Context: an optimization exercise on an open-source flow, tuned for small area and a short achievable clock period. The choices shown serve that exercise and are no tape-out recipe. No functional check of the RTL was part of any run shown here. Power and IR drop assume default switching activity.

==> flow/design.v, too long to show whole: its modules and the start of the top module <==
// module mul_fa: 11 lines
// module mul_ha: 10 lines
// module dadda_mul_top: 3460 lines
module dadda_mul_top
(
    input  logic        clk,
    input  logic        arst_n,
    input  logic [31:0] a,
    input  logic [31:0] b,
    output logic [63:0] y
);
  // ...
==> flow/flow/run.sh <==
#!/bin/bash
# standard layout with buf_2 port buffers; the resizer's setup repair aims for extra slack
# up to clock tree synthesis, and only for the plain constraints after global routing
set -euo pipefail
P="BUFFER_PORTS_ARGS=-buffer_cell sky130_fd_sc_hd__buf_2"
bash standard.sh "$P" SETUP_SLACK_MARGIN=13.9 cts > standard_make_cts.log 2>&1
bash standard.sh "$P" SETUP_SLACK_MARGIN=0 finish > standard_make_finish.log 2>&1
==> flow/standard.sh <==
#!/bin/bash
# synth_recipe.tcl (not shown) runs the flow's synth.tcl, then flattens the netlist and writes it again
# the make line also repeats each setting of config.mk as NAME=value (left out here)
make -C /OpenROAD-flow-scripts/flow DESIGN_CONFIG=/design/flow/config.mk WORK_HOME=/design/flow/orfs CLKGATE_MAP_FILE= SYNTH_SCRIPT=/design/flow/synth_recipe.tcl "${@:-finish}"
==> flow/config.mk <==
export PLATFORM = sky130hd
export DESIGN_NAME = dadda_mul_top
export DESIGN_NICKNAME = dadda_mul_top
export VERILOG_FILES = /design/flow/design.v
export SDC_FILE = /design/flow/constraint.sdc
export NUM_CORES = 4
export LEC_CHECK = 0
export ABC_AREA = 1
export ABC_CLOCK_PERIOD_IN_PS = 22000
export CAP_MARGIN = 20
export CORE_MARGIN = 2
export CORE_UTILIZATION = 40
export SLEW_MARGIN = 20
export SYNTH_HIERARCHICAL = 1
export SYNTH_MINIMUM_KEEP_SIZE = 0
==> flow/constraint.sdc <==
create_clock -name core_clock -period 22.0 [get_ports {clk}]
set_input_delay 4.4000 -clock core_clock [delete_from_list [all_inputs] [get_ports {clk}]]
set_output_delay 4.4000 -clock core_clock [all_outputs]
set_load 0.01 [all_outputs]
==> impl_metrics.yaml, run 1 <==
power:
  seqPwrFrac: 0.115
  comb_power_mw: 3.53
  power.internal_mw: 2.16
  power_density_mw_per_mm2: 151
detailed_routing:
  vias: 20689
  dr.first_iter.drc_count: 2194
  top_layer: "met4"
  ant_nets: 0
cells_and_area:
  nets: 3167
  num-nonclk-buffers: 221
  dominant_cells: "multi-input gates"
  seq_share: 0.107
  antennaDiodeCount: 0
  fill_cells: 5942
outcome:
  status: "finished clean"
die:
  start_util: 0.405
worst_setup_path:
  startpoint: "b[19]"
  worstSetupStartpointType: "primary input"
  path_common_cell: "fa_1"
  slowest_stage: "fa_1"
  worstSetupEndpoint: "hy_q[29]"
  slowest_delay_ns: 0.60
timing:
  relSlewSlack: 0.380
  fin_crit_ns: 8.24
  worst_pin_slew_ns: 0.930
synth:
  avgSynthCellArea_um2: 10.1
  synth_cells: 2520
  netlist-cell-type-count: 34
  synth_top_family_by_area: "adder cells"
  synth_seq_cells: 122
global_routing:
  use_met3: 0.0963
cts:
  clk_path_buf_depth: 2
  cts-buffers-inserted: 17
placed_design:
  place_inst: 3302
  dp_slack_ns: 12.29
  gp_congestion: 0.987
==> run 2, diff against run 1 <==
--- a/flow/design.v
+++ b/flow/design.v
@@ -2881,266 +2881,148 @@
     mul_fa u_ls1618 (.a(sc1490), .b(s1491), .c(lsc1617), .s(ls1618), .co(lsc1619));
     mul_fa u_ls1620 (.a(sc1492), .b(s1493), .c(lsc1619), .s(ls1620), .co(lsc1621));
     mul_fa u_ls1622 (.a(sc1494), .b(s1495), .c(lsc1621), .s(ls1622), .co(lsc1623));
     mul_fa u_ls1624 (.a(sc1496), .b(s1497), .c(lsc1623), .s(ls1624), .co(lsc1625));
     logic [6:0] lo_q;
     logic [56:0] hx_q;
     logic [56:0] hy_q;
     logic ci_q;
+    logic vld_q;
+    logic [63:0] sum;
     always_ff @(posedge clk or negedge arst_n) begin
-        if (!arst_n) begin
-            lo_q[0] <= 1'b0;
-            lo_q[1] <= 1'b0;
-            lo_q[2] <= 1'b0;
-            lo_q[3] <= 1'b0;
-            lo_q[4] <= 1'b0;
-            lo_q[5] <= 1'b0;
-            lo_q[6] <= 1'b0;
-            hx_q[0] <= 1'b0;
-            hy_q[0] <= 1'b0;
-            hx_q[1] <= 1'b0;
-            hy_q[1] <= 1'b0;
-            hx_q[2] <= 1'b0;
-            hy_q[2] <= 1'b0;
-            hx_q[3] <= 1'b0;
-            hy_q[3] <= 1'b0;
-            hx_q[4] <= 1'b0;
-            hy_q[4] <= 1'b0;
-            hx_q[5] <= 1'b0;
-            hy_q[5] <= 1'b0;
-            hx_q[6] <= 1'b0;
-            hy_q[6] <= 1'b0;
-            hx_q[7] <= 1'b0;
-            hy_q[7] <= 1'b0;
-            hx_q[8] <= 1'b0;
-            hy_q[8] <= 1'b0;
-            hx_q[9] <= 1'b0;
-            hy_q[9] <= 1'b0;
-            hx_q[10] <= 1'b0;
-            hy_q[10] <= 1'b0;
-            hx_q[11] <= 1'b0;
-            hy_q[11] <= 1'b0;
-            hx_q[12] <= 1'b0;
-            hy_q[12] <= 1'b0;
-            hx_q[13] <= 1'b0;
-            hy_q[13] <= 1'b0;
-            hx_q[14] <= 1'b0;
-            hy_q[14] <= 1'b0;
-            hx_q[15] <= 1'b0;
-            hy_q[15] <= 1'b0;
-            hx_q[16] <= 1'b0;
-            hy_q[16] <= 1'b0;
-            hx_q[17] <= 1'b0;
-            hy_q[17] <= 1'b0;
-            hx_q[18] <= 1'b0;
-            hy_q[18] <= 1'b0;
-            hx_q[19] <= 1'b0;
-            hy_q[19] <= 1'b0;
-            hx_q[20] <= 1'b0;
-            hy_q[20] <= 1'b0;
-            hx_q[21] <= 1'b0;
-            hy_q[21] <= 1'b0;
-            hx_q[22] <= 1'b0;
-            hy_q[22] <= 1'b0;
-            hx_q[23] <= 1'b0;
-            hy_q[23] <= 1'b0;
-            hx_q[24] <= 1'b0;
-            hy_q[24] <= 1'b0;
-            hx_q[25] <= 1'b0;
-            hy_q[25] <= 1'b0;
-            hx_q[26] <= 1'b0;
-            hy_q[26] <= 1'b0;
-            hx_q[27] <= 1'b0;
-            hy_q[27] <= 1'b0;
-            hx_q[28] <= 1'b0;
-            hy_q[28] <= 1'b0;
-            hx_q[29] <= 1'b0;
-            hy_q[29] <= 1'b0;
-            hx_q[30] <= 1'b0;
-            hy_q[30] <= 1'b0;
-            hx_q[31] <= 1'b0;
-            hy_q[31] <= 1'b0;
-            hx_q[32] <= 1'b0;
-            hy_q[32] <= 1'b0;
-            hx_q[33] <= 1'b0;
-            hy_q[33] <= 1'b0;
-            hx_q[34] <= 1'b0;
-            hy_q[34] <= 1'b0;
-            hx_q[35] <= 1'b0;
-            hy_q[35] <= 1'b0;
-            hx_q[36] <= 1'b0;
-            hy_q[36] <= 1'b0;
-            hx_q[37] <= 1'b0;
-            hy_q[37] <= 1'b0;
-            hx_q[38] <= 1'b0;
-            hy_q[38] <= 1'b0;
-            hx_q[39] <= 1'b0;
-            hy_q[39] <= 1'b0;
-            hx_q[40] <= 1'b0;
-            hy_q[40] <= 1'b0;
-            hx_q[41] <= 1'b0;
-            hy_q[41] <= 1'b0;
-            hx_q[42] <= 1'b0;
-            hy_q[42] <= 1'b0;
-            hx_q[43] <= 1'b0;
-            hy_q[43] <= 1'b0;
-            hx_q[44] <= 1'b0;
-            hy_q[44] <= 1'b0;
-            hx_q[45] <= 1'b0;
-            hy_q[45] <= 1'b0;
-            hx_q[46] <= 1'b0;
-            hy_q[46] <= 1'b0;
-            hx_q[47] <= 1'b0;
-            hy_q[47] <= 1'b0;
-            hx_q[48] <= 1'b0;
-            hy_q[48] <= 1'b0;
-            hx_q[49] <= 1'b0;
-            hy_q[49] <= 1'b0;
-            hx_q[50] <= 1'b0;
-            hy_q[50] <= 1'b0;
-            hx_q[51] <= 1'b0;
-            hy_q[51] <= 1'b0;
-            hx_q[52] <= 1'b0;
-            hy_q[52] <= 1'b0;
-            hx_q[53] <= 1'b0;
-            hy_q[53] <= 1'b0;
-            hx_q[54] <= 1'b0;
-            hy_q[54] <= 1'b0;
-            hx_q[55] <= 1'b0;
-            hy_q[55] <= 1'b0;
-            hx_q[56] <= 1'b0;
-            hy_q[56] <= 1'b0;
-            ci_q <= 1'b0;
-        end else begin
-            lo_q[0] <= ls1612;
-            lo_q[1] <= ls1614;
-            lo_q[2] <= ls1616;
-            lo_q[3] <= ls1618;
-            lo_q[4] <= ls1620;
-            lo_q[5] <= ls1622;
-            lo_q[6] <= ls1624;
-            hx_q[0] <= sc1498;
-            hy_q[0] <= s1499;
-            hx_q[1] <= sc1500;
-            hy_q[1] <= s1501;
-            hx_q[2] <= sc1502;
-            hy_q[2] <= s1503;
-            hx_q[3] <= sc1504;
-            hy_q[3] <= s1505;
-            hx_q[4] <= sc1506;
-            hy_q[4] <= s1507;
-            hx_q[5] <= sc1508;
-            hy_q[5] <= s1509;
-            hx_q[6] <= sc1510;
-            hy_q[6] <= s1511;
-            hx_q[7] <= sc1512;
-            hy_q[7] <= s1513;
-            hx_q[8] <= sc1514;
-            hy_q[8] <= s1515;
-            hx_q[9] <= sc1516;
-            hy_q[9] <= s1517;
-            hx_q[10] <= sc1518;
-            hy_q[10] <= s1519;
-            hx_q[11] <= sc1520;
-            hy_q[11] <= s1521;
-            hx_q[12] <= sc1522;
-            hy_q[12] <= s1523;
-            hx_q[13] <= sc1524;
-            hy_q[13] <= s1525;
-            hx_q[14] <= sc1526;
-            hy_q[14] <= s1527;
-            hx_q[15] <= sc1528;
-            hy_q[15] <= s1529;
-            hx_q[16] <= sc1530;
-            hy_q[16] <= s1531;
-            hx_q[17] <= sc1532;
-            hy_q[17] <= s1533;
-            hx_q[18] <= sc1534;
-            hy_q[18] <= s1535;
-            hx_q[19] <= sc1536;
-            hy_q[19] <= s1537;
-            hx_q[20] <= sc1538;
-            hy_q[20] <= s1539;
-            hx_q[21] <= sc1540;
-            hy_q[21] <= s1541;
-            hx_q[22] <= sc1542;
-            hy_q[22] <= s1543;
-            hx_q[23] <= sc1544;
-            hy_q[23] <= s1545;
-            hx_q[24] <= sc1546;
-            hy_q[24] <= s1547;
-            hx_q[25] <= sc1548;
-            hy_q[25] <= s1549;
-            hx_q[26] <= sc1550;
-            hy_q[26] <= s1551;
-            hx_q[27] <= sc1552;
-            hy_q[27] <= s1553;
-            hx_q[28] <= sc1554;
-            hy_q[28] <= s1555;
-            hx_q[29] <= sc1556;
-            hy_q[29] <= s1557;
-            hx_q[30] <= sc1558;
-            hy_q[30] <= s1559;
-            hx_q[31] <= sc1560;
-            hy_q[31] <= s1561;
-            hx_q[32] <= sc1562;
-            hy_q[32] <= s1563;
-            hx_q[33] <= sc1564;
-            hy_q[33] <= s1565;
-            hx_q[34] <= sc1566;
-            hy_q[34] <= s1567;
-            hx_q[35] <= sc1568;
-            hy_q[35] <= s1569;
-            hx_q[36] <= sc1570;
-            hy_q[36] <= s1571;
-            hx_q[37] <= s1573;
-            hy_q[37] <= sc1572;
-            hx_q[38] <= sc1574;
-            hy_q[38] <= s1575;
-            hx_q[39] <= sc1576;
-            hy_q[39] <= s1577;
-            hx_q[40] <= sc1578;
-            hy_q[40] <= s1579;
-            hx_q[41] <= sc1580;
-            hy_q[41] <= s1581;
-            hx_q[42] <= sc1582;
-            hy_q[42] <= s1583;
-            hx_q[43] <= sc1584;
-            hy_q[43] <= s1585;
-            hx_q[44] <= sc1586;
-            hy_q[44] <= s1587;
-            hx_q[45] <= s1589;
-            hy_q[45] <= sc1588;
-            hx_q[46] <= sc1590;
-            hy_q[46] <= s1591;
-            hx_q[47] <= sc1592;
-            hy_q[47] <= s1593;
-            hx_q[48] <= sc1594;
-            hy_q[48] <= s1595;
-            hx_q[49] <= sc1596;
-            hy_q[49] <= s1597;
-            hx_q[50] <= s1599;
-            hy_q[50] <= sc1598;
-            hx_q[51] <= sc1600;
-            hy_q[51] <= s1601;
-            hx_q[52] <= sc1602;
-            hy_q[52] <= s1603;
-            hx_q[53] <= s1605;
-            hy_q[53] <= sc1604;
-            hx_q[54] <= sc1606;
-            hy_q[54] <= s1607;
-            hx_q[55] <= s1609;
-            hy_q[55] <= sc1608;
-            hx_q[56] <= s1611;
-            hy_q[56] <= sc1610;
-            ci_q <= lsc1625;
-        end
+        if (!arst_n) vld_q <= 1'b0;
+        else         vld_q <= 1'b1;
     end
-    assign y[6:0] = lo_q;
+    always_ff @(posedge clk) begin
+        lo_q[0] <= ls1612;
+        lo_q[1] <= ls1614;
+        lo_q[2] <= ls1616;
+        lo_q[3] <= ls1618;
+        lo_q[4] <= ls1620;
+        lo_q[5] <= ls1622;
+        lo_q[6] <= ls1624;
+        hx_q[0] <= sc1498;
+        hy_q[0] <= s1499;
+        hx_q[1] <= sc1500;
+        hy_q[1] <= s1501;
+        hx_q[2] <= sc1502;
+        hy_q[2] <= s1503;
+        hx_q[3] <= sc1504;
+        hy_q[3] <= s1505;
+        hx_q[4] <= sc1506;
+        hy_q[4] <= s1507;
+        hx_q[5] <= sc1508;
+        hy_q[5] <= s1509;
+        hx_q[6] <= sc1510;
+        hy_q[6] <= s1511;
+        hx_q[7] <= sc1512;
+        hy_q[7] <= s1513;
+        hx_q[8] <= sc1514;
+        hy_q[8] <= s1515;
+        hx_q[9] <= sc1516;
+        hy_q[9] <= s1517;
+        hx_q[10] <= sc1518;
+        hy_q[10] <= s1519;
+        hx_q[11] <= sc1520;
+        hy_q[11] <= s1521;
+        hx_q[12] <= sc1522;
+        hy_q[12] <= s1523;
+        hx_q[13] <= sc1524;
+        hy_q[13] <= s1525;
+        hx_q[14] <= sc1526;
+        hy_q[14] <= s1527;
+        hx_q[15] <= sc1528;
+        hy_q[15] <= s1529;
+        hx_q[16] <= sc1530;
+        hy_q[16] <= s1531;
+        hx_q[17] <= sc1532;
+        hy_q[17] <= s1533;
+        hx_q[18] <= sc1534;
+        hy_q[18] <= s1535;
+        hx_q[19] <= sc1536;
+        hy_q[19] <= s1537;
+        hx_q[20] <= sc1538;
+        hy_q[20] <= s1539;
+        hx_q[21] <= sc1540;
+        hy_q[21] <= s1541;
+        hx_q[22] <= sc1542;
+        hy_q[22] <= s1543;
+        hx_q[23] <= sc1544;
+        hy_q[23] <= s1545;
+        hx_q[24] <= sc1546;
+        hy_q[24] <= s1547;
+        hx_q[25] <= sc1548;
+        hy_q[25] <= s1549;
+        hx_q[26] <= sc1550;
+        hy_q[26] <= s1551;
+        hx_q[27] <= sc1552;
+        hy_q[27] <= s1553;
+        hx_q[28] <= sc1554;
+        hy_q[28] <= s1555;
+        hx_q[29] <= sc1556;
+        hy_q[29] <= s1557;
+        hx_q[30] <= sc1558;
+        hy_q[30] <= s1559;
+        hx_q[31] <= sc1560;
+        hy_q[31] <= s1561;
+        hx_q[32] <= sc1562;
+        hy_q[32] <= s1563;
+        hx_q[33] <= sc1564;
+        hy_q[33] <= s1565;
+        hx_q[34] <= sc1566;
+        hy_q[34] <= s1567;
+        hx_q[35] <= sc1568;
+        hy_q[35] <= s1569;
+        hx_q[36] <= sc1570;
+        hy_q[36] <= s1571;
+        hx_q[37] <= s1573;
+        hy_q[37] <= sc1572;
+        hx_q[38] <= sc1574;
+        hy_q[38] <= s1575;
+        hx_q[39] <= sc1576;
+        hy_q[39] <= s1577;
+        hx_q[40] <= sc1578;
+        hy_q[40] <= s1579;
+        hx_q[41] <= sc1580;
+        hy_q[41] <= s1581;
+        hx_q[42] <= sc1582;
+        hy_q[42] <= s1583;
+        hx_q[43] <= sc1584;
+        hy_q[43] <= s1585;
+        hx_q[44] <= sc1586;
+        hy_q[44] <= s1587;
+        hx_q[45] <= s1589;
+        hy_q[45] <= sc1588;
+        hx_q[46] <= sc1590;
+        hy_q[46] <= s1591;
+        hx_q[47] <= sc1592;
+        hy_q[47] <= s1593;
+        hx_q[48] <= sc1594;
+        hy_q[48] <= s1595;
+        hx_q[49] <= sc1596;
+        hy_q[49] <= s1597;
+        hx_q[50] <= s1599;
+        hy_q[50] <= sc1598;
+        hx_q[51] <= sc1600;
+        hy_q[51] <= s1601;
+        hx_q[52] <= sc1602;
+        hy_q[52] <= s1603;
+        hx_q[53] <= s1605;
+        hy_q[53] <= sc1604;
+        hx_q[54] <= sc1606;
+        hy_q[54] <= s1607;
+        hx_q[55] <= s1609;
+        hy_q[55] <= sc1608;
+        hx_q[56] <= s1611;
+        hy_q[56] <= sc1610;
+        ci_q <= lsc1625;
+    end
+    assign y = sum & {64{vld_q}};
+    assign sum[6:0] = lo_q;
     logic [56:0] pg_p, pg_g;
     assign pg_p = hx_q ^ hy_q;
     assign pg_g = hx_q & hy_q;
     logic pg_g0c;
     assign pg_g0c = pg_g[0] | (pg_p[0] & ci_q);
     logic pr_g1;
     assign pr_g1 = pg_g[1] | (pg_p[1] & pg_g0c);
     logic pr_g2;
@@ -3440,67 +3322,67 @@
     logic pr_g101;
     assign pr_g101 = pg_g[50] | (pg_p[50] & pr_g75);
     logic pr_g102;
     assign pr_g102 = pg_g[52] | (pg_p[52] & pr_g63);
     logic pr_g103;
     assign pr_g103 = pg_g[54] | (pg_p[54] & pr_g76);
     logic pr_g104;
     assign pr_g104 = pg_g[56] | (pg_p[56] & pr_g57);
-    assign y[7] = pg_p[0] ^ ci_q;
-    assign y[8] = pg_p[1] ^ pg_g0c;
-    assign y[9] = pg_p[2] ^ pr_g1;
-    assign y[10] = pg_p[3] ^ pr_g77;
-    assign y[11] = pg_p[4] ^ pr_g29;
-    assign y[12] = pg_p[5] ^ pr_g78;
-    assign y[13] = pg_p[6] ^ pr_g64;
-    assign y[14] = pg_p[7] ^ pr_g79;
-    assign y[15] = pg_p[8] ^ pr_g43;
-    assign y[16] = pg_p[9] ^ pr_g80;
-    assign y[17] = pg_p[10] ^ pr_g65;
-    assign y[18] = pg_p[11] ^ pr_g81;
-    assign y[19] = pg_p[12] ^ pr_g58;
-    assign y[20] = pg_p[13] ^ pr_g82;
-    assign y[21] = pg_p[14] ^ pr_g66;
-    assign y[22] = pg_p[15] ^ pr_g83;
-    assign y[23] = pg_p[16] ^ pr_g50;
-    assign y[24] = pg_p[17] ^ pr_g84;
-    assign y[25] = pg_p[18] ^ pr_g67;
-    assign y[26] = pg_p[19] ^ pr_g85;
-    assign y[27] = pg_p[20] ^ pr_g59;
-    assign y[28] = pg_p[21] ^ pr_g86;
-    assign y[29] = pg_p[22] ^ pr_g68;
-    assign y[30] = pg_p[23] ^ pr_g87;
-    assign y[31] = pg_p[24] ^ pr_g55;
-    assign y[32] = pg_p[25] ^ pr_g88;
-    assign y[33] = pg_p[26] ^ pr_g69;
-    assign y[34] = pg_p[27] ^ pr_g89;
-    assign y[35] = pg_p[28] ^ pr_g60;
-    assign y[36] = pg_p[29] ^ pr_g90;
-    assign y[37] = pg_p[30] ^ pr_g70;
-    assign y[38] = pg_p[31] ^ pr_g91;
-    assign y[39] = pg_p[32] ^ pr_g53;
-    assign y[40] = pg_p[33] ^ pr_g92;
-    assign y[41] = pg_p[34] ^ pr_g71;
-    assign y[42] = pg_p[35] ^ pr_g93;
-    assign y[43] = pg_p[36] ^ pr_g61;
-    assign y[44] = pg_p[37] ^ pr_g94;
-    assign y[45] = pg_p[38] ^ pr_g72;
-    assign y[46] = pg_p[39] ^ pr_g95;
-    assign y[47] = pg_p[40] ^ pr_g56;
-    assign y[48] = pg_p[41] ^ pr_g96;
-    assign y[49] = pg_p[42] ^ pr_g73;
-    assign y[50] = pg_p[43] ^ pr_g97;
-    assign y[51] = pg_p[44] ^ pr_g62;
-    assign y[52] = pg_p[45] ^ pr_g98;
-    assign y[53] = pg_p[46] ^ pr_g74;
-    assign y[54] = pg_p[47] ^ pr_g99;
-    assign y[55] = pg_p[48] ^ pr_g54;
-    assign y[56] = pg_p[49] ^ pr_g100;
-    assign y[57] = pg_p[50] ^ pr_g75;
-    assign y[58] = pg_p[51] ^ pr_g101;
-    assign y[59] = pg_p[52] ^ pr_g63;
-    assign y[60] = pg_p[53] ^ pr_g102;
-    assign y[61] = pg_p[54] ^ pr_g76;
-    assign y[62] = pg_p[55] ^ pr_g103;
-    assign y[63] = pg_p[56] ^ pr_g57;
+    assign sum[7] = pg_p[0] ^ ci_q;
+    assign sum[8] = pg_p[1] ^ pg_g0c;
+    assign sum[9] = pg_p[2] ^ pr_g1;
+    assign sum[10] = pg_p[3] ^ pr_g77;
+    assign sum[11] = pg_p[4] ^ pr_g29;
+    assign sum[12] = pg_p[5] ^ pr_g78;
+    assign sum[13] = pg_p[6] ^ pr_g64;
+    assign sum[14] = pg_p[7] ^ pr_g79;
+    assign sum[15] = pg_p[8] ^ pr_g43;
+    assign sum[16] = pg_p[9] ^ pr_g80;
+    assign sum[17] = pg_p[10] ^ pr_g65;
+    assign sum[18] = pg_p[11] ^ pr_g81;
+    assign sum[19] = pg_p[12] ^ pr_g58;
+    assign sum[20] = pg_p[13] ^ pr_g82;
+    assign sum[21] = pg_p[14] ^ pr_g66;
+    assign sum[22] = pg_p[15] ^ pr_g83;
+    assign sum[23] = pg_p[16] ^ pr_g50;
+    assign sum[24] = pg_p[17] ^ pr_g84;
+    assign sum[25] = pg_p[18] ^ pr_g67;
+    assign sum[26] = pg_p[19] ^ pr_g85;
+    assign sum[27] = pg_p[20] ^ pr_g59;
+    assign sum[28] = pg_p[21] ^ pr_g86;
+    assign sum[29] = pg_p[22] ^ pr_g68;
+    assign sum[30] = pg_p[23] ^ pr_g87;
+    assign sum[31] = pg_p[24] ^ pr_g55;
+    assign sum[32] = pg_p[25] ^ pr_g88;
+    assign sum[33] = pg_p[26] ^ pr_g69;
+    assign sum[34] = pg_p[27] ^ pr_g89;
+    assign sum[35] = pg_p[28] ^ pr_g60;
+    assign sum[36] = pg_p[29] ^ pr_g90;
+    assign sum[37] = pg_p[30] ^ pr_g70;
+    assign sum[38] = pg_p[31] ^ pr_g91;
+    assign sum[39] = pg_p[32] ^ pr_g53;
+    assign sum[40] = pg_p[33] ^ pr_g92;
+    assign sum[41] = pg_p[34] ^ pr_g71;
+    assign sum[42] = pg_p[35] ^ pr_g93;
+    assign sum[43] = pg_p[36] ^ pr_g61;
+    assign sum[44] = pg_p[37] ^ pr_g94;
+    assign sum[45] = pg_p[38] ^ pr_g72;
+    assign sum[46] = pg_p[39] ^ pr_g95;
+    assign sum[47] = pg_p[40] ^ pr_g56;
+    assign sum[48] = pg_p[41] ^ pr_g96;
+    assign sum[49] = pg_p[42] ^ pr_g73;
+    assign sum[50] = pg_p[43] ^ pr_g97;
+    assign sum[51] = pg_p[44] ^ pr_g62;
+    assign sum[52] = pg_p[45] ^ pr_g98;
+    assign sum[53] = pg_p[46] ^ pr_g74;
+    assign sum[54] = pg_p[47] ^ pr_g99;
+    assign sum[55] = pg_p[48] ^ pr_g54;
+    assign sum[56] = pg_p[49] ^ pr_g100;
+    assign sum[57] = pg_p[50] ^ pr_g75;
+    assign sum[58] = pg_p[51] ^ pr_g101;
+    assign sum[59] = pg_p[52] ^ pr_g63;
+    assign sum[60] = pg_p[53] ^ pr_g102;
+    assign sum[61] = pg_p[54] ^ pr_g76;
+    assign sum[62] = pg_p[55] ^ pr_g103;
+    assign sum[63] = pg_p[56] ^ pr_g57;
 endmodule
 `default_nettype wire
--- a/flow/config.mk
+++ b/flow/config.mk
@@ -5,11 +5,12 @@
 export SDC_FILE = /design/flow/constraint.sdc
 export NUM_CORES = 4
 export LEC_CHECK = 0
 export ABC_AREA = 1
 export ABC_CLOCK_PERIOD_IN_PS = 22000
 export CAP_MARGIN = 20
 export CORE_MARGIN = 2
 export CORE_UTILIZATION = 40
+export CTS_BUF_LIST = sky130_fd_sc_hd__clkbuf_4 sky130_fd_sc_hd__clkbuf_8
 export SLEW_MARGIN = 20
 export SYNTH_HIERARCHICAL = 1
 export SYNTH_MINIMUM_KEEP_SIZE = 0
==> run 2 against run 1 <==
- still clean
- clock-buffer cell count increased by 5
- design area shrank 3.9%
- combinational power fell by 6.2%
- global-route usage about the same
- utilization shrank 1.5 points
- sequential share of layout area fell by 1.7 points
- worst hold slack got worse by 0.28 ns
- maximum frequency shrank 0.11%
- total power decreased by 6.4%
- synthesized cell count up 3.5%
- first-iteration DRC count increased by 9.3%
- wire length down 0.68%
- largest cell class unchanged
- largest power group unchanged
==> impl_metrics.yaml, run 2 <==
cts:
  cts-htree-levels: 4
  clk_path_buf_depth: 2
  clock-sinks: 123
  cts-buffers-inserted: 17
  clkTransAtPathRegs_ns: 0.08
  cts_root_buf: "clkbuf_8"
  cts_tree: "yes"
worst_setup_path:
  slowest_stage: "fa_1"
  worstSetupStartpointType: "primary input"
  path_common_cell: "fa_1"
  worst_ep_required_time_ns: 22.43
  end_kind: "flop"
  slowest_delay_ns: 0.57
  critPathMaxFanout: 38
  worstPathCellList: "buf_2 -> buf_8 -> nor2_1 -> a21oi_4 -> buf_6 -> o22ai_1 -> xor2_1 -> fa_1 -> fa_1 -> fa_1 -> fa_2 -> fa_1 -> fa_1"
  critPathArrivalTime_ns: 8.67
  crit_type: "primary input to flop"
global_routing:
  grt_pass1_vias: 21948
  antenna_found_initial: 3
  grt.overflow.total: 0
  grt_max_degree: 40
  grt.total_usage: 0.283
  grt_pass1_wl_mm: 136
timing:
  hold_violations: 0
  max_freq_mhz: 121
  drv_slew: 0
  worst_slack_ns: 13.75
  worst_pin_slew_ns: 0.796
  whs_ns: 3.59
  fin_crit_sh: 0.375
  rsz0062_at_grt: "no"
  setup_viol: 0
  fin_crit_ns: 8.25
  tns_ns: 0
  relSlewSlack: 0.469
synth:
  avgSynthCellArea_um2: 9.67
  yosysSeqAreaShare: 0.0978
  yosysMostFrequentCell: "xor2_1"
  yosys_warnings: 7
  synth_commonest_cells: "525 x xor2_1, 514 x fa_1, 496 x o22ai_1, 179 x inv_1, 179 x nand2_1"
  yosysTopAreaCell: "fa_1"
  ys.flop_type: "dfxtp_1"
  synth_edf_count: 0
  synth_cells: 2608
  synthTopCellsByArea: "fa_1 41%, xor2_1 18%, o22ai_1 12%"
  netlist-cell-type-count: 37
  yosys.area.top_type_share: 0.408
  async_flop_share: 0.00813
  synth_seq_cells: 123
  syn-num-nets: 3274
  netlist_area_mm2: 0.0252
cells_and_area:
  area_growth_pct: 8.43
  final_common_cell: "xor2_1"
  regArea_mm2: 0.00247
  drive_above_1_share: 0.130
  multi_input_comb_area_mm2: 0.0212
  reg_top3: "hx_q: 57 flops, hy_q: 57 flops, lo_q: 7 flops"
  fill_cells: 6023
  layout_common_cells: "525 x xor2_1, 505 x fa_1, 479 x o22ai_1, 179 x nand2_1, 178 x inv_1"
  nets: 3230
  utilization: 0.436
power:
  power_density_mw_per_mm2: 147
  vdd_drop_max_v: 0.000120
  p_leak_nw: 12.0
detailed_routing:
  ant_nets: 0
  avgViaCountPerCell: 6.06
  drt_first_pass_iters: 6
  wl_per_cell_um: 26.3
  vias: 20751
  dr.first_iter.drc_count: 2399
  drc: 0
  wl_mm: 90.2
die:
  rows: 92
  start_util: 0.402
  die_area_mm2: 0.0651
  io_pins: 130
  core_mm2: 0.0627
  chipWidth_um: 255
  die_height_um: 255
placed_design:
  dp_slack_ns: 12.71
  gp_congestion: 0.947
  dpl.hpwl_mm: 60.4
  port_buffers: 129
min_path:
  hold_class: "primary input to async pin"
outcome:
  status: "finished clean"
flow_run:
  drv_cap: 0
[run 2: path summary, 6_finish.rpt]
| kind | end | cells past startpoint | slack, ns | start |
|---|---|---|---|---|
| worst max-delay path | hy_q[29] | 13 | 13.75 | b[21] |
| worst min-delay path | vld_q | 1 | 3.59 | arst_n |
| max in group asynchronous | vld_q | 1 | 18.31 | arst_n |
| min in group core_clock | hx_q[55] | 3 | 4.25 | a[30] |
[run 2: area by class of cell]
| cell class | count | share of cell area |
|---|---|---|
| multi-input combinational | 2021 | 0.773 |
| sequential | 123 | 0.0902 |
| timing repair buffer | 204 | 0.0549 |
| tap | 846 | 0.0387 |
| inverter | 197 | 0.0282 |
| clock buffer | 24 | 0.0112 |
| clock inverter | 7 | 0.00329 |
| antenna | 1 | 0.0000915 |
[run 2: Yosys stat by module (local to each module, per instance)]
module / times used / cells inside / cell area (um2)
mul_fa: 485 / 1 / 20.0
dadda_mul_top: 1 / 2091 / 15100
mul_ha: 32 / 1 / 12.5
[run 2: what timing repair did]
action / in CTS / in global routing
setup buffers: 3 / 0
resized for setup: 73 / 0
hold buffers: 0 / 0
endpoints found under the setup margin: 63 / 0
[run 2: cells by family (layout without fill, tap and decap cells)]
| group | count (synthesis) | count (layout) | share of synthesized area |
|---|---|---|---|
| AND/OR/NAND/NOR | 301 | 301 | 0.0506 |
| XOR/XNOR | 526 | 526 | 0.183 |
| AO/OA/AOI/OAI | 593 | 593 | 0.145 |
| adder cells (fa/ha/maj) | 600 | 600 | 0.451 |
| flip-flops | 123 | 123 | 0.0978 |
| other | 1 | 2 | 0.000149 |
| buffers and inverters | 464 | 432 | 0.0736 |
[run 2: metal layers]
metal / vias up / global-route usage / routed length [um]
li1: 8534 / - / -
met1: 10535 / 0.370 / 35100
met4: 4 / 0.133 / 4330
met3: 251 / 0.0695 / 9270
met2: 1427 / 0.440 / 41400
met5: - / 0 / 23
[run 2: worst max-delay path: cells and delay by family]
| family | cells | cell delay (ns) |
|---|---|---|
| buffers and inverters | 3 | 0.74 |
| AND/OR/NAND/NOR | 1 | 0.17 |
| AO/OA/AOI/OAI | 2 | 0.42 |
| XOR/XNOR | 1 | 0.19 |
| adder cells (fa/ha/maj) | 6 | 2.70 |
[run 2: metrics by stage]
stage                     area (um2)  power (mW)  instances
after floorplan                25500        2.77       2608
after global placement         26600        3.65       3385
after detailed placement       26600        3.76       3385
after CTS                      27400        4.05       3422
after global routing           27400        4.51       3423
final                          27400        4.02       3423
[run 2: report_power, final]
part           internal [mW]  leakage, nW  switching [mW]
clock network          0.113        0.202           0.101
logic                   1.46         10.7            1.84
registers              0.423         1.04          0.0757
==> run 3, diff against run 2 <==
--- a/flow/flow/run.sh
+++ b/flow/flow/run.sh
@@ -5,3 +5,3 @@
 P="BUFFER_PORTS_ARGS=-buffer_cell sky130_fd_sc_hd__buf_2"
-bash standard.sh "$P" SETUP_SLACK_MARGIN=13.9 cts > standard_make_cts.log 2>&1
+bash standard.sh "$P" SETUP_SLACK_MARGIN=14.1 cts > standard_make_cts.log 2>&1
 bash standard.sh "$P" SETUP_SLACK_MARGIN=0 finish > standard_make_finish.log 2>&1
==> run 3 against run 2 <==
- maximum frequency is 1.0% higher
- total power is 4.6% higher
- clock-buffer cell count is 1 lower
- highest routed layer unchanged
- flip-flop and latch count stayed put
- critical endpoint is now hy_q[18]
- first-iteration DRC count is 9.7% higher
- largest power group unchanged
==> impl_metrics.yaml, run 3 <==
cts:
  cts-htree-levels: 4
  cts_root_buf: "clkbuf_8"
  clkTransAtPathRegs_ns: 0.08
  cts_tree: "yes"
  clock-sinks: 123
  clk_path_buf_depth: 2
  hold_buffers: 0
  cts-buffers-inserted: 17
detailed_routing:
  ant_nets: 0
  wl_per_cell_um: 27.6
  wl_mm: 96.7
  drc: 0
  avgViaCountPerCell: 6.24
  dr_wl_met3_mm: 11.5
  drt_first_pass_iters: 8
  dr_wl_met2_mm: 42.3
  top_layer: "met5"
  met1_length_mm: 35.9
  dr.first_iter.drc_count: 2631
  vias: 21852
placed_design:
  place_area_mm2: 0.0268
  dpl.hpwl_mm: 60.5
  port_buffers: 129
  gp_congestion: 0.951
  place_inst: 3383
  dp_slack_ns: 12.69
power:
  power_density_mw_per_mm2: 144
  vdd_drop_max_v: 0.0000969
  p_leak_nw: 12.8
timing:
  tns_ns: 0
  rsz0062_at_grt: "no"
  max_freq_mhz: 122
  fin_crit_sh: 0.371
  whs_ns: 3.61
  setup_viol: 0
  worst_pin_slew_ns: 0.748
  hold_violations: 0
  worst_slack_ns: 13.84
  fin_crit_ns: 8.16
  drv_slew: 0
  relSlewSlack: 0.500
die:
  chipWidth_um: 255
  start_util: 0.402
  die_height_um: 255
  io_pins: 130
  rows: 92
  core_mm2: 0.0627
  die_area_mm2: 0.0651
synth:
  netlist_area_mm2: 0.0252
  synth_edf_count: 0
  yosysTopAreaCell: "fa_1"
  netlist-cell-type-count: 37
  yosys_warnings: 7
  synthTopCellsByArea: "fa_1 41%, xor2_1 18%, o22ai_1 12%"
  yosysMostFrequentCell: "xor2_1"
  ys.flop_type: "dfxtp_1"
  synth_seq_cells: 123
  avgSynthCellArea_um2: 9.67
  async_flop_share: 0.00813
  syn-num-nets: 3274
  synth_commonest_cells: "525 x xor2_1, 514 x fa_1, 496 x o22ai_1, 179 x inv_1, 179 x nand2_1"
  yosysSeqAreaShare: 0.0978
  synth_cells: 2608
  yosys.area.top_type_share: 0.408
cells_and_area:
  nets: 3312
  final_common_cell: "xor2_1"
  drive_above_1_share: 0.182
  reg_top3: "hx_q: 57 flops, hy_q: 57 flops, lo_q: 7 flops"
  fin_area_mm2: 0.0292
  area_growth_pct: 15.7
  layout_common_cells: "523 x xor2_1, 479 x fa_1, 461 x o22ai_1, 176 x inv_1, 169 x nand2_1"
  final_cells: 3504
worst_setup_path:
  end_kind: "flop"
  critPathMaxFanout: 31
  worst_ep_required_time_ns: 22.42
  critPathArrivalTime_ns: 8.58
  worstSetupStartpointType: "primary input"
  crit_type: "primary input to flop"
outcome:
  status: "finished clean"
min_path:
  hold_class: "primary input to async pin"
global_routing:
  grt.total_usage: 0.304
  grt_pass1_vias: 23107
  grt.overflow.total: 0
  antenna_found_initial: 3
  grt_max_degree: 43
  grt_pass1_wl_mm: 146
flow_run:
  drv_cap: 0
[run 3: Yosys stat by module, one instance, submodules excluded]
| module | cells inside | copies in the design | flip-flops and latches |
|---|---|---|---|
| mul_ha | 1 | 32 | 0 |
| dadda_mul_top | 2091 | 1 | 123 |
| mul_fa | 1 | 485 | 0 |
[run 3: report_power, final]
part / internal (mW) / switching (mW)
logic: 1.56 / 1.93
registers: 0.423 / 0.0744
clock network: 0.111 / 0.104
[run 3: critical path: stages]
cell      delay (ns)
buf_2           0.23
buf_12          0.25
nor2_1          0.12
nor2_1          0.15
bufinv_8        0.27
o22ai_1         0.21
xor2_1          0.47
fa_1            0.58
fa_1            0.51
fa_1            0.41
fa_1            0.53
fa_1            0.41
[run 3: final timing paths]
| path | from | to | slack [ns] | cells after the start |
|---|---|---|---|---|
| hold / removal | arst_n | vld_q | 3.61 | 1 |
| max in group asynchronous | arst_n | vld_q | 18.30 | 1 |
| setup / recovery | b[21] | hy_q[18] | 13.84 | 12 |
| min in group core_clock | a[30] | hx_q[55] | 4.27 | 3 |
[run 3: routing by layer]
layer,up-vias,global-route usage
met5,-,0
met4,4,0.191
met3,446,0.0935
met2,1753,0.454
met1,10928,0.382
li1,8721,-
[run 3: final cells by class]
type,instances,area (um2)
clock buffer,23,298
antenna,1,2.50
tap,846,1060
timing repair inverter,8,67.6
inverter,197,971
timing repair buffer,278,2660
clock inverter,7,91.3
fill,5757,33500
multi-input combinational,2021,21600
sequential,123,2470
[run 3: per-stage QoR]
step / utilization / power, mW
finish: 0.465 / 4.20
global route: 0.465 / 4.65
CTS: 0.465 / 4.19
detailed placement: 0.426 / 3.86
global placement: 0.426 / 3.73
floorplan: - / 2.81
[run 3: what timing repair did]
| action | CTS | global route |
|---|---|---|
| resized for setup | 176 | 0 |
| setup endpoints to repair | 90 | 0 |
| buffers inserted | 63 | 0 |
[run 3: cell families after synthesis]
family | synth area share
AO/OA/AOI/OAI | 0.145
buffers and inverters | 0.0736
adder cells (fa/ha/maj) | 0.451
AND/OR/NAND/NOR | 0.0506
XOR/XNOR | 0.183
other | 0.000149
flip-flops | 0.0978

-- re-timing with driven ports --
Ports are ideal in the flow. The routed layouts listed here were re-timed in OpenROAD. Step 1 sets driving cells, clkbuf_16 on the clock port and buf_2 on the other inputs (assumed; they add their load-dependent delay and slew). Step 2 also shifts input and output timing later by t, the mid clock arrival at the registers, as if the neighbouring blocks saw the same clock. a / b / c = ideal ports / drivers / drivers and shift; a / b = the first two.
run | t, ns | setup slack, ns | worst setup path at the end
run 1 | 0.544 | 13.763 / 13.795 / 13.251 | input to register
run 2 | 0.615 | 13.754 / 13.779 / 13.165 | input to register
run 3 | 0.595 | 13.836 / 13.864 / 13.269 | input to register
After both steps every run listed still meets setup and hold. The setup slack of run 2, which loses most, moves by +0.025 ns with the drivers and by -0.589 ns with both steps.
